This is an optimization exercise on Yosys and OpenROAD, whose aim is small area and few clock cycles, not a production implementation. Function was checked by simulation only, so behaviour that the tests miss may differ from the original. Power and IR drop assume default switching activity.

## flow/config.mk

```make
export PLATFORM = sky130hd
export DESIGN_NAME = html_markup_text_extractor
export DESIGN_NICKNAME = html_markup_text_extractor
export VERILOG_FILES = /design/flow/design.v
export SDC_FILE = /design/flow/constraint.sdc
export NUM_CORES = 4
export LEC_CHECK = 0
export CAP_MARGIN = 20
export CORE_MARGIN = 2
export CORE_UTILIZATION = 40
export SLEW_MARGIN = 20
```

## flow/constraint.sdc

```tcl
create_clock -name core_clock -period 7.0 [get_ports {clk}]
set_input_delay 1.4000 -clock core_clock [delete_from_list [all_inputs] [get_ports {clk}]]
set_output_delay 1.4000 -clock core_clock [all_outputs]
set_load 0.01 [all_outputs]
```

## flow/design.v

```verilog
module html_markup_text_extractor #(
	parameter int unsigned NEST_DEPTH = 16
) (
	input  logic        clk,
	input  logic        arst_n,
	input  logic        in_valid,
	output logic        in_ready,
	input  logic [7:0]  in_byte,
	input  logic        doc_last,
	output logic        out_valid,
	input  logic        out_ready,
	output logic [7:0]  out_char,
	output logic [19:0] src_offset,
	output logic        run_last,
	output logic        nest_overflow
);
	localparam int unsigned TagKeep  = 8;
	localparam int unsigned EntKeep  = 6;
	localparam int unsigned OutDepth = 4;
	localparam logic [2:0]  EntLong  = 3'd7;
	localparam logic [7:0] ChLt      = 8'h3C;
	localparam logic [7:0] ChGt      = 8'h3E;
	localparam logic [7:0] ChAmp     = 8'h26;
	localparam logic [7:0] ChSemi    = 8'h3B;
	localparam logic [7:0] ChSpace   = 8'h20;
	localparam logic [7:0] ChNewline = 8'h0A;
	localparam logic [3:0] MODE_NORMAL = 4'b0001;
	localparam logic [3:0] MODE_TAG    = 4'b0010;
	localparam logic [3:0] MODE_ENTITY = 4'b0100;
	localparam logic [3:0] MODE_SPACES = 4'b1000;
	localparam int unsigned ResW = 30;
	function automatic logic is_ws(input logic [7:0] c);
		is_ws = (c == 8'h20) || (c >= 8'h09 && c <= 8'h0D);
	endfunction
	function automatic logic is_alnum(input logic [7:0] c);
		is_alnum = (c >= 8'h30 && c <= 8'h39) || (c >= 8'h61 && c <= 8'h7A) ||
			(c >= 8'h41 && c <= 8'h5A);
	endfunction
	function automatic logic [7:0] fold(input logic [7:0] c);
		fold = (c >= 8'h61 && c <= 8'h7A) ? (c - 8'd32) : c;
	endfunction
	function automatic logic tag_is(input logic [63:0] tc, input logic [3:0] cnt,
		input logic [55:0] pat, input int len);
		logic ok;
		int   idx;
		ok = (cnt >= 4'(len));
		for (int j = 0; j < 7; j++) begin
			idx = (j < len) ? 8 * (len - 1 - j) : 0;
			if (j < len && fold(tc[8*j +: 8]) != pat[idx +: 8])
				ok = 1'b0;
		end
		tag_is = ok && ((cnt == 4'(len)) || is_ws(tc[8*len +: 8]));
	endfunction
	function automatic logic block_tag_hit(input logic [63:0] tc, input logic [3:0] cnt);
		block_tag_hit = tag_is(tc, cnt, "LI", 2)     | tag_is(tc, cnt, "/LI", 3)    |
			tag_is(tc, cnt, "UL", 2)     | tag_is(tc, cnt, "/UL", 3)    |
			tag_is(tc, cnt, "DL", 2)     | tag_is(tc, cnt, "/DL", 3)    |
			tag_is(tc, cnt, "DT", 2)     | tag_is(tc, cnt, "/DT", 3)    |
			tag_is(tc, cnt, "/P", 2)     | tag_is(tc, cnt, "TITLE", 5)  |
			tag_is(tc, cnt, "/TITLE", 6) | tag_is(tc, cnt, "TABLE", 5)  |
			tag_is(tc, cnt, "/TABLE", 6) | tag_is(tc, cnt, "TR", 2)     |
			tag_is(tc, cnt, "/TR", 3)    | tag_is(tc, cnt, "TD", 2)     |
			tag_is(tc, cnt, "/TD", 3)    | tag_is(tc, cnt, "H1", 2)     |
			tag_is(tc, cnt, "/H1", 3)    | tag_is(tc, cnt, "H2", 2)     |
			tag_is(tc, cnt, "/H2", 3)    | tag_is(tc, cnt, "H3", 2)     |
			tag_is(tc, cnt, "/H3", 3);
	endfunction
	function automatic logic ent_is(input logic [47:0] ec, input logic [2:0] cnt,
		input logic [47:0] pat, input int len);
		logic ok;
		int   idx;
		ok = (cnt == 3'(len));
		for (int j = 0; j < 6; j++) begin
			idx = (j < len) ? 8 * (len - 1 - j) : 0;
			if (j < len && ec[8*j +: 8] != pat[idx +: 8])
				ok = 1'b0;
		end
		ent_is = ok;
	endfunction
	function automatic logic [8:0] ent_decode(input logic [47:0] ec, input logic [2:0] cnt);
		logic [8:0] r;
		r = '0;
		if (ent_is(ec, cnt, "amp", 3))         r = {1'b1, 8'h26};
		else if (ent_is(ec, cnt, "lt", 2))     r = {1'b1, 8'h3C};
		else if (ent_is(ec, cnt, "gt", 2))     r = {1'b1, 8'h3E};
		else if (ent_is(ec, cnt, "nbsp", 4))   r = {1'b1, 8'h20};
		else if (ent_is(ec, cnt, "ouml", 4))   r = {1'b1, 8'hF6};
		else if (ent_is(ec, cnt, "auml", 4))   r = {1'b1, 8'hE4};
		else if (ent_is(ec, cnt, "uuml", 4))   r = {1'b1, 8'hFC};
		else if (ent_is(ec, cnt, "Ouml", 4))   r = {1'b1, 8'hD6};
		else if (ent_is(ec, cnt, "Auml", 4))   r = {1'b1, 8'hC4};
		else if (ent_is(ec, cnt, "Uuml", 4))   r = {1'b1, 8'hDC};
		else if (ent_is(ec, cnt, "szlig", 5))  r = {1'b1, 8'hDF};
		else if (ent_is(ec, cnt, "agrave", 6)) r = {1'b1, 8'hE0};
		else if (ent_is(ec, cnt, "egrave", 6)) r = {1'b1, 8'hE8};
		else if (ent_is(ec, cnt, "eacute", 6)) r = {1'b1, 8'hE9};
		ent_decode = r;
	endfunction
	localparam int unsigned DepW = $clog2(NEST_DEPTH + 1);
	localparam int unsigned IdxW = (NEST_DEPTH > 1) ? $clog2(NEST_DEPTH) : 1;
	logic       v_s1;
	logic [7:0] byte_s1;
	logic       last_s1;
	logic       go;
	logic [3:0]     mode_q, mode_d;
	logic [63:0]    tchars_q, tchars_d;
	logic [3:0]     tcnt_q, tcnt_d;
	logic           tlead_q, tlead_d;
	logic [47:0]    echars_q, echars_d;
	logic [2:0]     ecnt_q, ecnt_d;
	logic [DepW-1:0] depth_q, depth_d;
	logic [19:0]    bpos_q, mstart_q, mstart_d;
	logic           ovf_q;
	logic           top_q;
	logic stack_mem [NEST_DEPTH];
	logic [ResW-1:0] q_mem [OutDepth];
	logic [1:0] wp_q, rp_q;
	logic [2:0] cnt_q;
	logic       pop_o;
	logic       ws_c, depth_zero;
	logic       nrm_emit, nrm_tag, nrm_ent;
	logic [7:0] nrm_char;
	logic [3:0] nrm_mode;
	logic       br_hit, xml_hit, script_hit, close_hit, blk_hit;
	logic [8:0] ent_res;
	logic       push, push_kind, push_ok, pop, ovf_set, again;
	logic [1:0] n_res;
	logic [7:0] rc [2];
	logic [19:0] ro [2];
	logic [DepW-1:0] dm1;
	logic [ResW-1:0] r0, r1;
	assign go       = v_s1 && (cnt_q <= 3'd2);
	assign in_ready = !v_s1 || go;
	always_ff @(posedge clk or negedge arst_n) begin
		if (!arst_n) begin
			v_s1 <= 1'b0;
		end else if (in_valid && in_ready) begin
			v_s1 <= 1'b1;
		end else if (go) begin
			v_s1 <= 1'b0;
		end
	end
	always_ff @(posedge clk) begin
		if (in_valid && in_ready) begin
			byte_s1 <= in_byte;
			last_s1 <= doc_last;
		end
	end
	assign ws_c       = is_ws(byte_s1);
	assign depth_zero = (depth_q == '0);
	assign br_hit     = tag_is(tchars_q, tcnt_q, "BR", 2);
	assign xml_hit    = tag_is(tchars_q, tcnt_q, "XML", 3);
	assign script_hit = tag_is(tchars_q, tcnt_q, "SCRIPT", 6);
	assign close_hit  = top_q ? tag_is(tchars_q, tcnt_q, "/SCRIPT", 7)
		: tag_is(tchars_q, tcnt_q, "/XML", 4);
	assign blk_hit    = block_tag_hit(tchars_q, tcnt_q);
	assign ent_res    = ent_decode(echars_q, ecnt_q);
	always_comb begin
		nrm_emit = 1'b0;
		nrm_char = byte_s1;
		nrm_mode = MODE_NORMAL;
		nrm_tag  = 1'b0;
		nrm_ent  = 1'b0;
		if (ws_c) begin
			nrm_emit = depth_zero;
			nrm_char = ChSpace;
			nrm_mode = MODE_SPACES;
		end else if (byte_s1 == ChLt) begin
			nrm_mode = MODE_TAG;
			nrm_tag  = 1'b1;
		end else if (byte_s1 == ChAmp) begin
			nrm_mode = MODE_ENTITY;
			nrm_ent  = 1'b1;
		end else begin
			nrm_emit = depth_zero;
		end
	end
	always_comb begin
		mode_d    = mode_q;
		tchars_d  = tchars_q;
		tcnt_d    = tcnt_q;
		tlead_d   = tlead_q;
		echars_d  = echars_q;
		ecnt_d    = ecnt_q;
		mstart_d  = mstart_q;
		push      = 1'b0;
		push_kind = 1'b0;
		pop       = 1'b0;
		again     = 1'b0;
		n_res     = 2'd0;
		rc[0]     = '0;
		rc[1]     = '0;
		ro[0]     = '0;
		ro[1]     = '0;
		case (mode_q)
			MODE_NORMAL: begin
				if (nrm_emit) begin
					rc[0] = nrm_char;
					ro[0] = bpos_q;
					n_res = 2'd1;
				end
				mode_d = nrm_mode;
				if (nrm_tag) begin
					mstart_d = bpos_q;
					tcnt_d   = '0;
					tlead_d  = 1'b0;
				end
				if (nrm_ent) begin
					mstart_d = bpos_q;
					ecnt_d   = '0;
				end
			end
			MODE_TAG: begin
				if (byte_s1 == ChGt) begin
					mode_d = MODE_NORMAL;
					if (br_hit) begin
						if (depth_zero) begin
							rc[0] = ChNewline;
							ro[0] = mstart_q;
							n_res = 2'd1;
						end
						mode_d = MODE_SPACES;
					end else if (xml_hit) begin
						push = 1'b1;
					end else if (script_hit) begin
						push      = 1'b1;
						push_kind = 1'b1;
					end else if (!depth_zero && close_hit) begin
						pop = 1'b1;
					end else if (blk_hit) begin
						if (depth_zero) begin
							rc[0] = ChNewline;
							ro[0] = mstart_q;
							rc[1] = ChNewline;
							ro[1] = bpos_q;
							n_res = 2'd2;
						end
						mode_d = MODE_SPACES;
					end
				end else if (tlead_q || !ws_c) begin
					tlead_d = 1'b1;
					if (tcnt_q < 4'(TagKeep)) begin
						tchars_d[8*tcnt_q[2:0] +: 8] = byte_s1;
						tcnt_d = tcnt_q + 4'd1;
					end
				end
			end
			MODE_ENTITY: begin
				if (is_alnum(byte_s1)) begin
					if (ecnt_q < 3'(EntKeep))
						echars_d[8*ecnt_q +: 8] = byte_s1;
					if (ecnt_q < EntLong)
						ecnt_d = ecnt_q + 3'd1;
				end else begin
					again  = (byte_s1 != ChSemi);
					mode_d = MODE_NORMAL;
					if (depth_zero && ent_res[8]) begin
						rc[0] = ent_res[7:0];
						ro[0] = mstart_q;
						n_res = 2'd1;
					end
				end
			end
			MODE_SPACES: begin
				if (!ws_c) begin
					mode_d = MODE_NORMAL;
					again  = 1'b1;
				end
			end
			default: begin
				mode_d = MODE_NORMAL;
			end
		endcase
		if (again && !last_s1) begin
			if (nrm_emit) begin
				rc[n_res[0]] = nrm_char;
				ro[n_res[0]] = bpos_q;
				n_res = n_res + 2'd1;
			end
			mode_d = nrm_mode;
			if (nrm_tag) begin
				mstart_d = bpos_q;
				tcnt_d   = '0;
				tlead_d  = 1'b0;
			end
			if (nrm_ent) begin
				mstart_d = bpos_q;
				ecnt_d   = '0;
			end
		end
	end
	assign push_ok = push && (depth_q != DepW'(NEST_DEPTH));
	assign ovf_set = push && !push_ok;
	assign depth_d = push_ok ? depth_q + 1'b1 : (pop ? depth_q - 1'b1 : depth_q);
	assign dm1     = depth_d - 1'b1;
	always_ff @(posedge clk or negedge arst_n) begin
		if (!arst_n) begin
			mode_q   <= MODE_NORMAL;
			tcnt_q   <= '0;
			tlead_q  <= 1'b0;
			ecnt_q   <= '0;
			depth_q  <= '0;
			bpos_q   <= '0;
			mstart_q <= '0;
			ovf_q    <= 1'b0;
		end else if (go) begin
			if (last_s1) begin
				mode_q   <= MODE_NORMAL;
				tcnt_q   <= '0;
				tlead_q  <= 1'b0;
				ecnt_q   <= '0;
				depth_q  <= '0;
				bpos_q   <= '0;
				mstart_q <= '0;
				ovf_q    <= 1'b0;
			end else begin
				mode_q   <= mode_d;
				tcnt_q   <= tcnt_d;
				tlead_q  <= tlead_d;
				ecnt_q   <= ecnt_d;
				depth_q  <= depth_d;
				bpos_q   <= bpos_q + 20'd1;
				mstart_q <= mstart_d;
				ovf_q    <= ovf_q | ovf_set;
			end
		end
	end
	always_ff @(posedge clk) begin
		if (go) begin
			tchars_q <= tchars_d;
			echars_q <= echars_d;
		end
	end
	always_ff @(posedge clk) begin
		if (go) begin
			if (push_ok)
				stack_mem[depth_q[IdxW-1:0]] <= push_kind;
			if (push_ok)
				top_q <= push_kind;
			else
				top_q <= stack_mem[dm1[IdxW-1:0]];
		end
	end
	always_comb begin
		r0 = {rc[0], ro[0], n_res == 2'd1, ovf_q | ovf_set};
		r1 = {rc[1], ro[1], 1'b1, ovf_q | ovf_set};
	end
	assign out_valid = (cnt_q != 3'd0);
	assign pop_o     = out_valid && out_ready;
	always_ff @(posedge clk) begin
		if (go && n_res != 2'd0)
			q_mem[wp_q] <= r0;
		if (go && n_res == 2'd2)
			q_mem[wp_q + 2'd1] <= r1;
	end
	always_ff @(posedge clk or negedge arst_n) begin
		if (!arst_n) begin
			wp_q  <= '0;
			rp_q  <= '0;
			cnt_q <= '0;
		end else begin
			wp_q  <= wp_q + (go ? n_res : 2'd0);
			rp_q  <= rp_q + {1'b0, pop_o};
			cnt_q <= cnt_q + (go ? {1'b0, n_res} : 3'd0) - {2'b0, pop_o};
		end
	end
	assign out_char      = q_mem[rp_q][29:22];
	assign src_offset    = q_mem[rp_q][21:2];
	assign run_last      = q_mem[rp_q][1];
	assign nest_overflow = q_mem[rp_q][0];
endmodule
```

## flow/run.sh

```bash
#!/bin/bash
# synth_recipe.tcl (not shown) runs the flow's synth.tcl, then flattens the netlist and writes it again
# the make line also repeats each setting of config.mk as NAME=value (left out here)
make -C /OpenROAD-flow-scripts/flow DESIGN_CONFIG=/design/flow/config.mk WORK_HOME=/design/flow/orfs CLKGATE_MAP_FILE= SYNTH_SCRIPT=/design/flow/synth_recipe.tcl finish
```

==> flow_metrics.py <==
metrics = {
    "clock_network": {
        "cts-root-buf": "clkbuf_16",
        "cts_setup_buffers": 0,
        "clk_pin_slew_worst_paths_ps": 60,
        "cts_buffers": 38,
        "post_cts_resized": 0,
        "cts.sink_count": 324,
        "cts_buffer_depth": 3,
        "tritoncts": "yes",
        "clock_latency_ps": 570,
        "hold_buffers": 0,
        "h-tree-depth": 2,
    },
    "logic_synthesis": {
        "yosysWarnings": 3,
        "synth_area_um2": 18540,
        "synth_edf_count": 254,
        "yosysSeqAreaShare": 0.5049,
        "synth_top_cell_area_share": 0.4114,
        "synthFlopType": "edfxtp_1",
        "ys_seq_elements": 324,
        "syn-instance-count": 1741,
        "yosysUniqueCellTypes": 101,
        "yosys.area.top_type": "edfxtp_1",
        "synthTopCellsByArea": "edfxtp_1 41%, dfrtp_1 8.8%, a22o_1 4.1%",
        "synth.avg_cell_area_um2": 10.65,
        "syn-num-nets": 1799,
        "synthArstFlopShare": 0.2037,
    },
    "timing": {
        "grt_setup_unrepaired": "false",
        "worstMarginPinSlew_ps": 1078,
        "skew_ps": 28.95,
        "finalCriticalPeriod_ps": 5066,
        "fin_tns_setup_ps": 0,
        "relSlewSlack": 0.2788,
        "hold_viol_final": 0,
        "period_share": 0.7237,
        "slew_viol_final": 0,
        "fmax_ghz": 0.1974,
        "setup_viol": 0,
    },
    "flow_run": {
        "drv_cap": 0,
    },
    "drt": {
        "post-route-drc-count": 0,
        "wl_per_cell_um": 22.29,
        "vias_per_cell": 6.225,
        "ant_nets": 0,
        "vias": 14790,
        "drtIter0Drc": 1668,
        "wl_mm": 52.95,
        "first_pass_iters": 5,
    },
    "grt": {
        "grt.total_usage": 0.2223,
        "grt_overflow": 0,
        "grt_max_degree": 67,
        "grt_pass1_vias": 14380,
        "grt_pass1_wl_mm": 83.77,
        "grt_antenna_before_repair": 0,
    },
    "power": {
        "fin_total_pwr_uw": 6080,
        "p_leak_uw": 0.007011,
        "power_density_nw_per_um2": 292.9,
        "peakVddDrop_mv": 0.2034,
    },
    "die": {
        "ios": 45,
        "core-area_um2": 45580,
        "dieArea_um2": 48090,
        "dieWidth_um": 219.3,
        "initial_core_util": 0.4068,
        "rows": 78,
        "die_y_um": 219.3,
    },
    "critical_path": {
        "endpoint_kind": "flop",
        "start_kind": "flop",
        "required_ps": 7240,
        "path_class": "reg -> reg",
        "worstPathMaxFanout": 15,
        "cp.arrival_ps": 5310,
    },
    "placed_design": {
        "port_buffers": 44,
        "gp_congestion": 0.9376,
        "dp_hpwl_mm": 36.24,
    },
    "finish": {
        "area_delta_synth_final_pct": 11.96,
        "drive_above_1_share": 0.08896,
        "mostFrequentLayoutCells": "254 x edfxtp_1, 193 x nand2_1, 136 x nor2_1, 96 x o22ai_1, 87 x o21ai_0",
        "mostFrequentLayoutCell": "edfxtp_1",
        "diodes": 0,
        "utilization": 0.4554,
        "nNetsFinal": 1804,
    },
    "run_status": {
        "status": "finished clean",
    },
    "min_path": {
        "hp-class": "reg -> reg",
    },
}
synth_stat cells, types with 8 or more instances:
| master | n |
|---|---|
| edfxtp_1 | 254 |
| nand2_1 | 193 |
| nor2_1 | 138 |
| o22ai_1 | 96 |
| o21ai_0 | 87 |
| a22o_1 | 86 |
| clkbuf_1 | 73 |
| dfrtp_1 | 65 |
| inv_1 | 57 |
| nand3_1 | 55 |
| a22oi_1 | 52 |
| ha_1 | 44 |
| nor3_1 | 43 |
| a21oi_1 | 42 |
| nand4_1 | 41 |
| mux4_2 | 33 |
| nor4_1 | 20 |
| nand2b_1 | 17 |
| nand3b_1 | 17 |
| buf_2 | 16 |
| nor2b_1 | 16 |
| xor2_1 | 16 |
| and2_1 | 15 |
| nor4bb_1 | 13 |
| a31oi_1 | 12 |
| and3_1 | 12 |
| nor4b_1 | 12 |
| or3_1 | 12 |
| buf_1 | 11 |
| nor3b_1 | 8 |
| xnor2_1 | 8 |
state kept, by name, indices dropped and copies added, names as in the netlist:
name and cells:
depth_q 5, mode_q 4, wp_q 2, cnt_q 3, top_q 1, mstart_q 20
ovf_q 1, last_s1 1, tlead_q 1, rp_q 2, bpos_q 20, q_mem 120
echars_q 48, tchars_q 64, byte_s1 8, v_s1 1, stack_mem 16, tcnt_q 4
ecnt_q 3
final timing paths:
kind,cells after the start,slack (ps),start,endpoint
max,15,1930,ecnt_q[0],q_mem[3][23]
min,2,460,q_mem[3][1],q_mem[3][1]
max reg2reg,15,1930,ecnt_q[0],q_mem[3][23]
min reg2reg,2,460,q_mem[3][1],q_mem[3][1]
max in group asynchronous,2,5350,arst_n,rp_q[0]
min in group asynchronous,2,1020,arst_n,mstart_q[15]
worst max-delay path: stages, from the launching register on:
cell and delay, ps:
dfrtp_1 610, inv_1 170, ha_1 260, ha_1 180, nor3b_1 160, and4_1 210, o2111ai_1 110, a21oi_2 110
o311ai_2 480, nor3b_1 580, nor4_2 160, or2_2 370, nor2_1 140, o21ai_1 160, nor2_2 680, buf_4 380
cells by family (layout without fill, tap and decap cells):
kind of cell	after synthesis	in the layout	share of synthesized area
xor+xnor	25	25	0.01222
mux	42	42	0.04596
buf+inv	162	197	0.03530
compound gates	471	471	0.1803
simple gates	672	672	0.1905
flops	324	324	0.5049
fa+ha+maj	45	45	0.03078
report_power, final:
part,leakage (uW),internal [uW],switching (uW),total [uW]
sequential,0.00284,2340,203,2540
clock,0.000606,1160,820,1970
combinational,0.00357,659,908,1570
total,0.00701,4150,1930,6080
layout make-up:
cell class | instances | area [um2]
Clock buffer | 55 | 1077
Clock inverter | 15 | 167.7
Fill cell | 4202 | 24820
Inverter | 58 | 217.7
Multi-Input combinational cell | 1255 | 8557
Sequential cell | 324 | 9363
Tap cell | 600 | 750.7
Timing Repair Buffer | 69 | 623.1
metrics by stage:
step | std cells | cell area, um2 | setup slack, ps | hold slack (ps)
finish | 2376 | 20760 | 1934 | 462.8
global placement | 2306 | 19510 | 2064 | 442.1
global route | 2376 | 20760 | 1514 | 481.7
CTS | 2376 | 20760 | 1961 | 456.0
detailed placement | 2306 | 19510 | 1953 | 448.2
floorplan | 1741 | 18550 | 1314 | 425.9
layer usage:
metal	up-vias	share of wire	global-route usage	routed length, um
li1	6796	-	-	-
met3	76	0.082	0.04116	4352
met5	-	0	0	0
met4	0	0.023	0.06419	1207
met2	648	0.45	0.3387	23610
met1	7270	0.45	0.3226	23780
Testbench counts, summed over its fixed seeds: cycles 25,287.

[re-timing with driven ports]
Ports are ideal in the flow. The routed layout listed here was re-timed in OpenROAD. Step 1, drivers: a clkbuf_16 drives clk and a buf_2 each remaining input, both assumed. Step 2 moves the port delays by t, midway between the first and last clock arrival at a register: inputs arrive t later, outputs are due t later. That takes back most of the time a late clock gives input paths. Slacks: no drivers / after step 1 / after step 2; pairs: no drivers / after step 1.
shift t [ns]: 0.610
setup slack, ns: 1.934 / 1.934 / 1.934
worst hold slack (ns): 0.463 / 0.463 / 0.463
worst setup path after step 2: register to register
worst data-port slew with drivers (ns): 0.04
After both steps setup and hold are still met in this run. The setup slack of this run moves by 0.000 ns with the drivers and by 0.000 ns with both steps.
